This design comes from an exercise in tuning for small area and a short achievable clock period on the open sky130 flow, not from production work. Where RTL was checked, it was by simulation tests only, not by an equivalence proof against the original. Power and IR drop assume default switching activity.

== JK ==
==> flow/design.v <==
module logic_probe_trigger #(
    parameter int WIDTH = 128,
    parameter int CNTW  = 16
) (
    input  logic                  clock,
    input  logic                  reset,
    input  logic                  arm,
    input  logic [WIDTH-1:0]      channels,
    input  logic [WIDTH-1:0]      match_mask,
    input  logic [WIDTH-1:0]      match_value,
    input  logic [WIDTH-1:0]      edge_mask,
    input  logic [CNTW-1:0]       occurrences,
    input  logic [CNTW-1:0]       delay,
    input  logic [CNTW-1:0]       sample_div,
    output logic [WIDTH-1:0]      channels_out,
    output logic                  trigger,
    output logic                  sample,
    output logic [1:0]            status
);
    localparam logic [1:0] IDLE  = 2'd0;
    localparam logic [1:0] ARMED = 2'd1;
    localparam logic [1:0] DELAY = 2'd2;
    localparam logic [1:0] FIRED = 2'd3;
    localparam int NGRP = WIDTH / 4;
    logic [1:0]       state_q;
    logic [1:0]       stat_q;
    logic             trigger_q;
    logic             sample_q;
    logic [WIDTH-1:0] ch_q;
    logic [WIDTH-1:0] chout_q;
    logic [WIDTH-1:0] mask_q;
    logic [WIDTH-1:0] value_q;
    logic [WIDTH-1:0] edge_q;
    logic [NGRP-1:0]  grp_q;
    logic [CNTW-1:0]  occ_cnt_q;
    logic             occ_dec_q;
    logic             occ_gt1_q;
    logic             occ_gt2_q;
    logic [CNTW-1:0]  dly_cnt_q;
    logic             dly_zero_q;
    logic             dly_le1_q;
    logic [CNTW-1:0]  div_cnt_q;
    logic             div_zero_q;
    logic             arm_ok_s;
    logic             more_s;
    logic             count_s;
    logic [1:0]       hit_state_s;
    logic [1:0]       idle_state_s;
    logic [WIDTH-1:0] mask_d_s;
    logic [WIDTH-1:0] value_d_s;
    logic [WIDTH-1:0] edge_d_s;
    logic [5:0]       hit_d_s;
    logic [5:0]       idle_d_s;
    logic [5:0]       next_d_s;
    assign arm_ok_s = arm && (state_q != FIRED);
    function automatic logic [CNTW-1:0] dec(input logic [CNTW-1:0] x);
        logic [CNTW-1:0] flip;
        for (int i = 0; i < CNTW; i++) flip[i] = ~|(x & ((CNTW'(1) << i) - CNTW'(1)));
        dec = x ^ flip;
    endfunction
    for (genvar i = 0; i < WIDTH; i++) begin : g_cfg
        lpt_mux u_m (.s(arm), .a(match_mask[i]),  .b(mask_q[i]),  .y(mask_d_s[i]));
        lpt_mux u_v (.s(arm), .a(match_value[i]), .b(value_q[i]), .y(value_d_s[i]));
        lpt_mux u_e (.s(arm), .a(edge_mask[i]),   .b(edge_q[i]),  .y(edge_d_s[i]));
    end
    logic [WIDTH-1:0] bit_ok_s;
    logic [NGRP-1:0]  grp_d_s;
    for (genvar i = 0; i < WIDTH; i++) begin : g_bit
        lpt_bit_ok u_ok (.q(channels[i]), .qq(ch_q[i]), .m(mask_d_s[i]), .v(value_d_s[i]),
                         .e(edge_d_s[i]), .ok(bit_ok_s[i]));
    end
    for (genvar i = 0; i < NGRP; i++) begin : g_l1
        lpt_nand4 u_n (.a(bit_ok_s[4*i +: 4]), .y(grp_d_s[i]));
    end
    logic [15:0] grp8_s;
    logic [3:0]  grp32_n_s;
    logic [5:0]  grp64_s;
    for (genvar i = 0; i < 16; i++) begin : g_l2
        lpt_nor2 u_n (.a(grp_q[2*i +: 2]), .y(grp8_s[i]));
    end
    for (genvar i = 0; i < 4; i++) begin : g_l3
        lpt_nand4 u_n (.a(grp8_s[4*i +: 4]), .y(grp32_n_s[i]));
    end
    for (genvar i = 0; i < 6; i++) begin : g_l4
        lpt_nor2 u_n (.a(grp32_n_s[2*(i%2) +: 2]), .y(grp64_s[i]));
    end
    for (genvar i = 0; i < 6; i++) begin : g_sel
        lpt_sel u_s (.a(grp64_s[2*(i/2)]), .b(grp64_s[2*(i/2)+1]), .h(hit_d_s[i]),
                     .i(idle_d_s[i]), .y(next_d_s[i]));
    end
    always_comb begin
        more_s  = occ_dec_q ? occ_gt2_q : occ_gt1_q;
        count_s = (state_q == ARMED) && !arm_ok_s;
        if (arm_ok_s) begin
            idle_state_s = ARMED;
            hit_state_s  = ARMED;
        end else if (state_q == ARMED) begin
            idle_state_s = ARMED;
            hit_state_s  = more_s ? ARMED : (dly_zero_q ? FIRED : DELAY);
        end else if (state_q == DELAY && dly_le1_q) begin
            idle_state_s = FIRED;
            hit_state_s  = FIRED;
        end else begin
            idle_state_s = state_q;
            hit_state_s  = state_q;
        end
        if (reset) begin
            idle_state_s = IDLE;
            hit_state_s  = IDLE;
        end
        hit_d_s  = {count_s && more_s && !reset, hit_state_s == FIRED, hit_state_s, hit_state_s};
        idle_d_s = {1'b0, idle_state_s == FIRED, idle_state_s, idle_state_s};
    end
    always_ff @(posedge clock) begin
        if (reset) begin
            ch_q    <= {WIDTH{1'b0}};
            chout_q <= {WIDTH{1'b0}};
        end else begin
            ch_q    <= channels;
            chout_q <= ch_q;
        end
    end
    always_ff @(posedge clock) begin
        mask_q  <= mask_d_s;
        value_q <= value_d_s;
        edge_q  <= edge_d_s;
        grp_q   <= grp_d_s;
    end
    always_ff @(posedge clock) begin
        state_q   <= next_d_s[1:0];
        stat_q    <= next_d_s[3:2];
        trigger_q <= next_d_s[4];
        occ_dec_q <= next_d_s[5];
    end
    always_ff @(posedge clock) begin
        if (arm) begin
            occ_cnt_q <= (occurrences == {CNTW{1'b0}}) ? {{(CNTW-1){1'b0}}, 1'b1} : occurrences;
            occ_gt1_q <= |occurrences[CNTW-1:1];
            occ_gt2_q <= |occurrences[CNTW-1:2] | &occurrences[1:0];
        end else if (occ_dec_q) begin
            occ_cnt_q <= dec(occ_cnt_q);
            occ_gt1_q <= |occ_cnt_q[CNTW-1:2] | &occ_cnt_q[1:0];
            occ_gt2_q <= |occ_cnt_q[CNTW-1:2];
        end
    end
    always_ff @(posedge clock) begin
        if (arm) begin
            dly_cnt_q  <= delay;
            dly_zero_q <= delay == {CNTW{1'b0}};
            dly_le1_q  <= ~|delay[CNTW-1:1];
        end else if (state_q == DELAY) begin
            dly_cnt_q  <= dec(dly_cnt_q);
            dly_le1_q  <= ~|dly_cnt_q[CNTW-1:2] & ~&dly_cnt_q[1:0];
        end
    end
    always_ff @(posedge clock) begin
        if (reset) begin
            div_cnt_q  <= {CNTW{1'b0}};
            div_zero_q <= 1'b1;
            sample_q   <= 1'b0;
        end else if (div_zero_q) begin
            div_cnt_q  <= sample_div;
            div_zero_q <= sample_div == {CNTW{1'b0}};
            sample_q   <= 1'b1;
        end else begin
            div_cnt_q  <= dec(div_cnt_q);
            div_zero_q <= ~|div_cnt_q[CNTW-1:1] & div_cnt_q[0];
            sample_q   <= 1'b0;
        end
    end
    assign channels_out = chout_q;
    assign trigger      = trigger_q;
    assign sample       = sample_q;
    assign status       = stat_q;
endmodule
module lpt_bit_ok (
    input  logic q,
    input  logic qq,
    input  logic m,
    input  logic v,
    input  logic e,
    output logic ok
);
    logic diff_s;   
    logic same_s;   
    lpt_xor2 u_d (.a(q), .b(v), .y(diff_s));
    lpt_xnor2 u_s (.a(qq), .b(v), .y(same_s));
    lpt_aoi32 u_o (.a1(m), .a2(e), .a3(same_s), .b1(m), .b2(diff_s), .y(ok));
endmodule
module lpt_xor2 (
    input  logic a,
    input  logic b,
    output logic y
);
    assign y = a ^ b;
endmodule
module lpt_xnor2 (
    input  logic a,
    input  logic b,
    output logic y
);
    assign y = ~(a ^ b);
endmodule
module lpt_aoi32 (
    input  logic a1,
    input  logic a2,
    input  logic a3,
    input  logic b1,
    input  logic b2,
    output logic y
);
    assign y = ~((a1 & a2 & a3) | (b1 & b2));
endmodule
module lpt_mux (
    input  logic s,
    input  logic a,
    input  logic b,
    output logic y
);
    assign y = s ? a : b;
endmodule
module lpt_nand4 (
    input  logic [3:0] a,
    output logic       y
);
    assign y = ~&a;
endmodule
module lpt_nor2 (
    input  logic [1:0] a,
    output logic       y
);
    assign y = ~|a;
endmodule
module lpt_sel (
    input  logic a,
    input  logic b,
    input  logic h,
    input  logic i,
    output logic y
);
    assign y = (a & b) ? h : i;
endmodule
clock: 3.5 ns
lec_check: 0
cap_margin: 20
core_margin: 2
core_utilization: 65
cts_cluster_diameter: 60
cts_cluster_size: 24
setup_slack_margin: 1.7
slew_margin: 20
synth_hierarchical: 1
standard.sh (not shown) runs the stock make flow with config.mk's settings and CLKGATE_MAP_FILE= SYNTH_SCRIPT=/design/flow/synth_recipe.tcl, a recipe that flattens the netlist after the stock synthesis.
==> flow/flow/run.sh <==
#!/bin/bash
# Standard layout, with plain buffers (buf_1) on the ports instead of the default delay buffers,
# and ABC told that gate outputs drive a light load (so that it does not pick x4 cells for the
# small single-gate modules of the design).
set -euo pipefail
bash standard.sh "BUFFER_PORTS_ARGS=-buffer_cell sky130_fd_sc_hd__buf_1" "ABC_LOAD_IN_FF=1" finish > standard_make.log 2>&1
Modified inputs, MS compared to JK
diff --git a/flow/design.v b/flow/design.v
--- a/flow/design.v
+++ b/flow/design.v
@@ -53,11 +53,12 @@
     logic [5:0]       idle_d_s;
     logic [5:0]       next_d_s;
     assign arm_ok_s = arm && (state_q != FIRED);
     function automatic logic [CNTW-1:0] dec(input logic [CNTW-1:0] x);
         logic [CNTW-1:0] flip;
-        for (int i = 0; i < CNTW; i++) flip[i] = ~|(x & ((CNTW'(1) << i) - CNTW'(1)));
+        flip[0] = 1'b1;
+        for (int i = 1; i < CNTW; i++) flip[i] = flip[i-1] & ~x[i-1];
         dec = x ^ flip;
     endfunction
     for (genvar i = 0; i < WIDTH; i++) begin : g_cfg
         lpt_mux u_m (.s(arm), .a(match_mask[i]),  .b(mask_q[i]),  .y(mask_d_s[i]));
         lpt_mux u_v (.s(arm), .a(match_value[i]), .b(value_q[i]), .y(value_d_s[i]));
@@ -179,39 +180,11 @@
     input  logic m,
     input  logic v,
     input  logic e,
     output logic ok
 );
-    logic diff_s;   
-    logic same_s;   
-    lpt_xor2 u_d (.a(q), .b(v), .y(diff_s));
-    lpt_xnor2 u_s (.a(qq), .b(v), .y(same_s));
-    lpt_aoi32 u_o (.a1(m), .a2(e), .a3(same_s), .b1(m), .b2(diff_s), .y(ok));
-endmodule
-module lpt_xor2 (
-    input  logic a,
-    input  logic b,
-    output logic y
-);
-    assign y = a ^ b;
-endmodule
-module lpt_xnor2 (
-    input  logic a,
-    input  logic b,
-    output logic y
-);
-    assign y = ~(a ^ b);
-endmodule
-module lpt_aoi32 (
-    input  logic a1,
-    input  logic a2,
-    input  logic a3,
-    input  logic b1,
-    input  logic b2,
-    output logic y
-);
-    assign y = ~((a1 & a2 & a3) | (b1 & b2));
+    assign ok = ~m | (~(q ^ v) & (~e | (qq ^ v)));
 endmodule
 module lpt_mux (
     input  logic s,
     input  logic a,
     input  logic b,
Reported sequential group power: JK and MS compared, lower one is MS. On power dissipated in the clock network, JK loses to MS. In the flow results for JK and MS, the first-pass detailed-route iteration total is smaller on JK. Relative to JK, the combinational power measured on MS has decreased by a few percent. Against JK as the reference, MS delivers a higher total non-filler cell area in the finished layout. Compared with JK, MS shows a sequential fraction of the synthesis area that is 1.4 points lower.
Function not checked in MS: the RTL went through the layout flow alone.

re-timing with driven ports:
In the flow no input, the clock included, has a driving cell. The finished layouts below were timed again as built, in two steps.
Step 1 (the two cells are an assumption about what drives the block):
set clk [get_ports {clock}]
set_driving_cell -lib_cell sky130_fd_sc_hd__clkbuf_16 $clk
set_driving_cell -lib_cell sky130_fd_sc_hd__buf_2 [delete_from_list [all_inputs] $clk]
Step 2 times the ports against the registers' clock, not the clock port: input delays grow and output delays shrink by t, the midpoint of the rising clock arrivals with the driver on.
a / b / c = ideal ports / drivers / drivers and shift; a / b = the first two.
run | t (ns) | setup slack, ns | worst setup path at the end | latest minus earliest clock arrival (ns)
JK | 0.643 | 1.615 / 1.542 / 0.899 | input to register | 0.025 / 0.025
MS | 0.653 | 0.439 / 0.439 / 0.439 | register to register | 0.019 / 0.019
After both steps setup and hold are still met in every run listed. For JK, which loses most, drivers alone change the setup slack by -0.073 ns; drivers and shift together by -0.716 ns.
